This is an optimization exercise on Yosys and OpenROAD, whose aim is small area, a short achievable clock period and few clock cycles per item, not a production implementation. Where RTL was checked, it was by simulation tests only, not by an equivalence proof against the original.

==> inputs of pepper <==
// fullcon_seq_mac
module fullcon_seq_mac #(
   parameter int DEPTH_IN     = 12,
   parameter int N_OUT        = 4,
   parameter int LANES        = 12,
   parameter int WIDTH_DATA   = 16,
   parameter int WIDTH_KERNEL = 8,
   parameter int RELU_EN      = 0
) (
   input  logic                                   clk,
   input  logic                                   rst,
   input  logic                                   in_valid,
   output logic                                   in_ready,
   input  logic [WIDTH_DATA*DEPTH_IN-1:0]         data_in,
   input  logic [WIDTH_KERNEL*DEPTH_IN*N_OUT-1:0] kernel_in,
   input  logic [(WIDTH_DATA+WIDTH_KERNEL+$clog2(DEPTH_IN)+1)*N_OUT-1:0] bias_in,
   output logic                                   out_valid,
   input  logic                                   out_ready,
   output logic [WIDTH_DATA+WIDTH_KERNEL+$clog2(DEPTH_IN):0] data_o,
   output logic [((N_OUT > 1) ? $clog2(N_OUT) : 1)-1:0] out_idx,
   output logic                                   out_last
);
clock: 12.0 ns
lec_check: 0
cap_margin: 40
core_margin: 2
core_utilization: 40
slew_margin: 65
run.sh (not shown) runs the stock make flow with config.mk's settings and CLKGATE_MAP_FILE= SYNTH_SCRIPT=/design/flow/synth_recipe.tcl, a recipe that flattens the netlist after the stock synthesis.
==> onyx (differences from pepper) <==
--- a/flow/design.v
+++ b/flow/design.v
@@ -17,29 +17,30 @@
    input  logic                                   out_ready,
    output logic [WIDTH_DATA+WIDTH_KERNEL+$clog2(DEPTH_IN):0] data_o,
    output logic [((N_OUT > 1) ? $clog2(N_OUT) : 1)-1:0] out_idx,
    output logic                                   out_last
 );
    localparam int WA = 29;    
    localparam int S  = 1;     
    localparam int QD = 3;     
+   localparam int WC = $clog2(QD + 1);    
    logic [11:0][15:0]      data_q;
    logic [3:0][11:0][7:0]  kern_q;      
    logic [3:0][WA-1:0]     bias_q;      
    logic                   vld_q;       
    logic [1:0]             n_q;         
    logic [S:0]             pv_q;        
    logic [QD-1:0][WA-1:0]  q_q;         
-   logic [$clog2(QD+1)-1:0] qc_q;       
+   logic [WC-1:0] qc_q;       
    logic                   ov_q;        
    logic [1:0]             oi_q;        
    logic issue, accept, last_n, pop, push;
    logic issue_q, in_ready_q;           
-   logic [$clog2(QD+1)-1:0] occ_q;      
+   logic [WC-1:0] occ_q;      
    logic vld_nx, room_nopop, room_pop, room_d, last_nx;
    assign last_n   = (n_q == 2'd3);
    assign issue    = issue_q;
    assign in_ready = in_ready_q;
    assign accept   = in_valid && in_ready;
    assign pop      = ov_q && out_ready;
    assign pv_q[0]  = issue;
    assign push     = pv_q[S];
@@ -51,17 +52,17 @@
    always_ff @(posedge clk) begin
       if (rst) begin
          vld_q      <= 1'b0;
          n_q        <= 2'd0;
          issue_q    <= 1'b0;
          in_ready_q <= 1'b1;
          occ_q      <= '0;
       end else begin
-         occ_q <= occ_q + $bits(occ_q)'(issue) - $bits(occ_q)'(pop);
+         occ_q <= occ_q + WC'(issue) - WC'(pop);
          if (accept) begin
             vld_q      <= 1'b1;
             n_q        <= 2'd0;
             issue_q    <= room_d;
             in_ready_q <= 1'b0;
          end else begin
             vld_q      <= vld_nx;
             n_q        <= n_q + 2'(issue);
@@ -5521,31 +5522,31 @@
    assign result = row_a + row_b;
    always_ff @(posedge clk) begin
       if (rst) pv_q[S:1] <= '0;
       else     pv_q[S:1] <= pv_q[S-1:0];
    end
    always_ff @(posedge clk) begin
       for (int e = 0; e < QD; e++) begin
          if (pop) begin
-            if (e == QD - 1 || (push && qc_q == $bits(qc_q)'(e + 1))) q_q[e] <= result;
+            if (e == QD - 1 || (push && qc_q == WC'(e + 1))) q_q[e] <= result;
             else q_q[e] <= q_q[(e == QD - 1) ? e : e + 1];
-         end else if (push && qc_q == $bits(qc_q)'(e)) begin
+         end else if (push && qc_q == WC'(e)) begin
             q_q[e] <= result;
          end
       end
    end
    always_ff @(posedge clk) begin
       if (rst) begin
          qc_q <= '0;
          ov_q <= 1'b0;
          oi_q <= 2'd0;
       end else begin
-         qc_q <= qc_q + $bits(qc_q)'(push) - $bits(qc_q)'(pop);
-         ov_q <= (qc_q != '0 && !(qc_q == $bits(qc_q)'(1) && pop)) || push;
+         qc_q <= qc_q + WC'(push) - WC'(pop);
+         ov_q <= (qc_q != '0 && !(qc_q == WC'(1) && pop)) || push;
          if (pop) oi_q <= oi_q + 2'd1;
       end
    end
    assign out_valid = ov_q;
    assign data_o    = ((RELU_EN != 0) && q_q[0][WA-1]) ? '0 : q_q[0];
    assign out_idx   = oi_q;
    assign out_last  = (oi_q == 2'd3);
 endmodule
==> flow/flow/run.sh (new file) <==
#!/bin/bash
set -euo pipefail
export BUFFER_PORTS_ARGS="-buffer_cell sky130_fd_sc_hd__buf_1"
bash standard.sh finish > standard.log 2>&1
==> flow/standard.sh (new file) <==
#!/bin/bash
# synth_recipe.tcl (not shown) runs the flow's synth.tcl, then flattens the netlist and writes it again
# the make line also repeats each setting of config.mk as NAME=value (left out here)
make -C /OpenROAD-flow-scripts/flow DESIGN_CONFIG=/design/flow/config.mk WORK_HOME=/design/flow/orfs CLKGATE_MAP_FILE= SYNTH_SCRIPT=/design/flow/synth_recipe.tcl "${@:-finish}"
removed: flow/run.sh
==> comparison <==
Of onyx and pepper, pepper has the higher count of clock-buffer cells in the layout (gap 3). Clock skew: onyx is lower than pepper (0.94 ps). Against onyx, the non-clock buffer count of pepper is higher by 20. Against pepper, the die area of onyx is higher by about 1%. Between onyx and pepper, the lower cell area is in onyx (gap 3.7%, measured against pepper). Between pepper and onyx, the lower first-iteration DRC count is in pepper (gap about 0.7%, measured against onyx). Core utilization: pepper is higher than onyx (2.3 points).
==> figures <==
quantity	onyx	pepper
Total of plain and repair buffers excluding clock buffers	1174	1194
Time the worst path needs with I/O delays and setup	5410 ps	5430 ps
Horizontal die dimension	460 um	457 um
Multi-input gate count	6024	5933
Slew margin rel.	60.5%	58.4%
Xor/xnor cell area share of the yosys netlist	2.13%	2.27%
Total met2 wirelength after detailed routing	140000 um	145000 um
Launch instance of the worst register-to-register path	kern_q[30]$_DFFE_PP_	kern_q[46]$_DFFE_PP_
DPL Wire Length	254000 um	263000 um
Number of ordinary inverters in the final layout	839	832
Post-DR vias/cell	5.81	5.80
CP Depth	14	15
Outcome	finished clean	finished clean
Testbench counts of onyx, summed over its fixed seeds: cycles 1,560, items 1,536.
Only the layout flow was run in pepper; the RTL was not checked for function there.

========
==> job 6140 <==
Another version of the RTL of fullcon_seq_mac (not shown whole).
export LEC_CHECK = 0
export CAP_MARGIN = 40
export CORE_MARGIN = 2
export CORE_UTILIZATION = 40
export SLEW_MARGIN = 65
create_clock -name core_clock -period 12.0 [get_ports {clk}]
standard.sh (not shown) runs the stock make flow with config.mk's settings and CLKGATE_MAP_FILE= SYNTH_SCRIPT=/design/flow/synth_recipe.tcl, a recipe that flattens the netlist after the stock synthesis.
==> flow/flow/run.sh <==
#!/bin/bash
set -euo pipefail
export BUFFER_PORTS_ARGS="-buffer_cell sky130_fd_sc_hd__buf_1"
bash standard.sh finish > standard.log 2>&1
==> job 9691 (differences from job 6140) <==
--- a/flow/design.v
+++ b/flow/design.v
@@ -21,46 +21,52 @@
 );
    localparam int WA = 29;    
    localparam int S  = 2;     
    localparam int QD = 4;     
    localparam int WC = $clog2(QD + 1);    
    logic [11:0][15:0]      data_q;
-   logic [3:0][11:0][7:0]  kern_q;      
+   logic [11:0][3:0]       hd_one_q, hd_two_q, hd_neg_q;   
+   logic [3:1][11:0][7:0]  kern_q;      
    logic [3:0][WA-1:0]     bias_q;      
    logic                   vld_q;       
    logic [1:0]             n_q;         
    logic [S:0]             pv_q;        
    logic [QD-1:0][WA-1:0]  q_q;         
-   logic [WC-1:0] qc_q;       
+   logic [QD-1:0]          qt_q;        
+   logic [QD-1:0]          ot_q;        
    logic                   ov_q;        
    logic [1:0]             oi_q;        
    logic issue, accept, last_n, pop, push;
    logic issue_q, in_ready_q;           
-   logic [WC-1:0] occ_q;      
    logic vld_nx, room_nopop, room_pop, room_d, last_nx;
+   logic [QD-1:0] ot_nopop, ot_pop, qt_nopop, qt_pop;
    assign last_n   = (n_q == 2'd3);
    assign issue    = issue_q;
    assign in_ready = in_ready_q;
    assign accept   = in_valid && in_ready;
    assign pop      = ov_q && out_ready;
    assign pv_q[0]  = issue;
    assign push     = pv_q[S];
    assign vld_nx     = vld_q && !(issue && last_n);              
    assign last_nx    = ((n_q + 2'(issue)) == 2'd3);
-   assign room_nopop = (32'(occ_q) + 32'(issue)) < QD;
-   assign room_pop   = (32'(occ_q) + 32'(issue)) <= QD;
+   assign room_nopop = issue ? !ot_q[QD-2] : !ot_q[QD-1];        
+   assign room_pop   = issue ? !ot_q[QD-1] : 1'b1;               
    assign room_d     = pop ? room_pop : room_nopop;
+   assign ot_nopop   = issue ? {ot_q[QD-2:0], 1'b1} : ot_q;
+   assign ot_pop     = issue ? ot_q : {1'b0, ot_q[QD-1:1]};
+   assign qt_nopop   = push ? {qt_q[QD-2:0], 1'b1} : qt_q;
+   assign qt_pop     = push ? qt_q : {1'b0, qt_q[QD-1:1]};
    always_ff @(posedge clk) begin
       if (rst) begin
          vld_q      <= 1'b0;
          n_q        <= 2'd0;
          issue_q    <= 1'b0;
          in_ready_q <= 1'b1;
-         occ_q      <= '0;
+         ot_q       <= '0;
       end else begin
-         occ_q <= occ_q + WC'(issue) - WC'(pop);
+         ot_q <= pop ? ot_pop : ot_nopop;
          if (accept) begin
             vld_q      <= 1'b1;
             n_q        <= 2'd0;
             issue_q    <= room_d;
             in_ready_q <= 1'b0;
          end else begin
@@ -68,43 +74,55 @@
             n_q        <= n_q + 2'(issue);
             issue_q    <= vld_nx && room_d;
             in_ready_q <= !vld_nx || (last_nx && room_d);
          end
       end
    end
+   logic [11:0][7:0] hd_w;      
+   logic [11:0][3:0] hd_one, hd_two, hd_neg;
+   assign hd_w = in_ready ? kernel_in[95:0] : kern_q[1];
+   always_comb begin
+      for (int i = 0; i < 12; i++) begin
+         for (int k = 0; k < 4; k++) begin
+            logic w2, w1, w0;
+            w2 = hd_w[i][2*k+1];
+            w1 = hd_w[i][2*k];
+            w0 = (k == 0) ? 1'b0 : hd_w[i][2*k-1];
+            hd_one[i][k] = w1 ^ w0;
+            hd_two[i][k] = (w2 & ~w1 & ~w0) | (~w2 & w1 & w0);
+            hd_neg[i][k] = w2;
+         end
+      end
+   end
    always_ff @(posedge clk) begin
       if (in_ready) data_q <= data_in;
    end
    always_ff @(posedge clk) begin
+      if (in_ready || issue) begin
+         hd_one_q <= hd_one;
+         hd_two_q <= hd_two;
+         hd_neg_q <= hd_neg;
+      end
       if (in_ready) begin
-         kern_q <= kernel_in;
+         kern_q <= kernel_in[383:96];
          bias_q <= bias_in;
       end else if (issue) begin
-         for (int n = 0; n < 3; n++) begin
-            kern_q[n] <= kern_q[n+1];
-            bias_q[n] <= bias_q[n+1];
-         end
+         kern_q[1] <= kern_q[2];
+         kern_q[2] <= kern_q[3];
+         for (int n = 0; n < 3; n++) bias_q[n] <= bias_q[n+1];
       end
    end
    logic [11:0][16:0] xs;
    logic [11:0][3:0]  b_one, b_two, b_neg;
    logic [WA-1:0]     bias0;
    always_comb begin
-      for (int i = 0; i < 12; i++) begin
-         xs[i] = {data_q[i][15], data_q[i]};
-         for (int k = 0; k < 4; k++) begin
-            logic w2, w1, w0;
-            w2 = kern_q[0][i][2*k+1];
-            w1 = kern_q[0][i][2*k];
-            w0 = (k == 0) ? 1'b0 : kern_q[0][i][2*k-1];
-            b_one[i][k] = w1 ^ w0;
-            b_two[i][k] = (w2 & ~w1 & ~w0) | (~w2 & w1 & w0);
-            b_neg[i][k] = w2;
-         end
-      end
+      for (int i = 0; i < 12; i++) xs[i] = {data_q[i][15], data_q[i]};
    end
+   assign b_one = hd_one_q;
+   assign b_two = hd_two_q;
+   assign b_neg = hd_neg_q;
    assign bias0 = bias_q[0];
    logic [311:0] cs1_q;
    logic [83:0] cs2_q;
    logic [WA-1:0] row_a, row_b, result;
    logic p1;
    logic p2;
@@ -5762,30 +5780,37 @@
    end
    assign result = row_a + row_b;
    always_ff @(posedge clk) begin
       if (rst) pv_q[S:1] <= '0;
       else     pv_q[S:1] <= pv_q[S-1:0];
    end
+   logic [QD-1:0] wr_nopop, wr_pop;
+   always_comb begin
+      for (int e = 0; e < QD; e++) begin
+         wr_nopop[e] = push && ((e == 0) ? !qt_q[0] : (qt_q[e-1] && !qt_q[e]));
+         wr_pop[e]   = push && ((e == QD - 1) ? 1'b0 : (qt_q[e] && !qt_q[e+1]));
+      end
+   end
    always_ff @(posedge clk) begin
       for (int e = 0; e < QD; e++) begin
          if (pop) begin
-            if (e == QD - 1 || (push && qc_q == WC'(e + 1))) q_q[e] <= result;
+            if (e == QD - 1 || wr_pop[e]) q_q[e] <= result;
             else q_q[e] <= q_q[(e == QD - 1) ? e : e + 1];
-         end else if (push && qc_q == WC'(e)) begin
+         end else if (wr_nopop[e]) begin
             q_q[e] <= result;
          end
       end
    end
    always_ff @(posedge clk) begin
       if (rst) begin
-         qc_q <= '0;
+         qt_q <= '0;
          ov_q <= 1'b0;
          oi_q <= 2'd0;
       end else begin
-         qc_q <= qc_q + WC'(push) - WC'(pop);
-         ov_q <= (qc_q != '0 && !(qc_q == WC'(1) && pop)) || push;
+         qt_q <= pop ? qt_pop : qt_nopop;
+         ov_q <= pop ? qt_pop[0] : qt_nopop[0];
          if (pop) oi_q <= oi_q + 2'd1;
       end
    end
    assign out_valid = ov_q;
    assign data_o    = ((RELU_EN != 0) && q_q[0][WA-1]) ? '0 : q_q[0];
    assign out_idx   = oi_q;
==> flow_metrics.env <==
export IMPL_status="no timing/DRC/antenna violations"
export IMPL_antenna_found_initial=33
export IMPL_path_buf_inv=3
export IMPL_grt_max_degree=84
export IMPL_period_needed_ns=4.51
export IMPL_taps=2958
export IMPL_final_fill_count=20756
export IMPL_yosysSeqAreaShare_pct=35.5
export IMPL_buffers=1188
That was job 6140.
==> flow_metrics.env <==
export IMPL_final_fill_count=17450
export IMPL_period_needed_ns=4.03
export IMPL_status="no timing/DRC/antenna violations"
export IMPL_path_buf_inv=1
export IMPL_grt_max_degree=85
export IMPL_taps=2526
That was job 9691.
Testbench counts of job 6140, summed over its fixed seeds: cycles 1,568, items 1,536.
Testbench counts of job 9691, summed over its fixed seeds: cycles 1,568, items 1,536.

static timing again, ports no longer ideal:
In the flow no input, the clock included, has a driving cell. The finished layouts below were timed again as built, in two steps.
Step 1 assumes that a clkbuf_16 drives the clock port and a buf_2 every other input.
Step 2 moves the port delays by t, midway between the first and last clock arrival at a register: inputs arrive t later, outputs are due t later. That takes back most of the time a late clock gives input paths.
Slacks: ideal ports / drivers / drivers and shift; pairs: ideal ports / drivers.
| run | shift t [ns] | setup WS [ns] | hold slack, ns | worst slew at a driven data input, ns |
|---|---|---|---|---|
| pepper | 0.887 | 6.569 / 6.569 / 6.569 | 0.339 / 0.339 / 0.339 | 0.11 |
| onyx | 0.881 | 6.591 / 6.591 / 6.591 | 0.344 / 0.344 / 0.344 | 0.11 |
| job 6140 | 0.903 | 7.492 / 7.492 / 6.873 | 0.320 / 0.320 / 0.320 | 0.18 |
| job 9691 | 0.896 | 7.972 / 7.873 / 7.756 | 0.342 / 0.342 / 0.342 | 0.15 |
After both steps every run listed still meets setup and hold. The setup slack of job 6140, which loses most, moves by 0.000 ns with the drivers and by -0.619 ns with both steps.
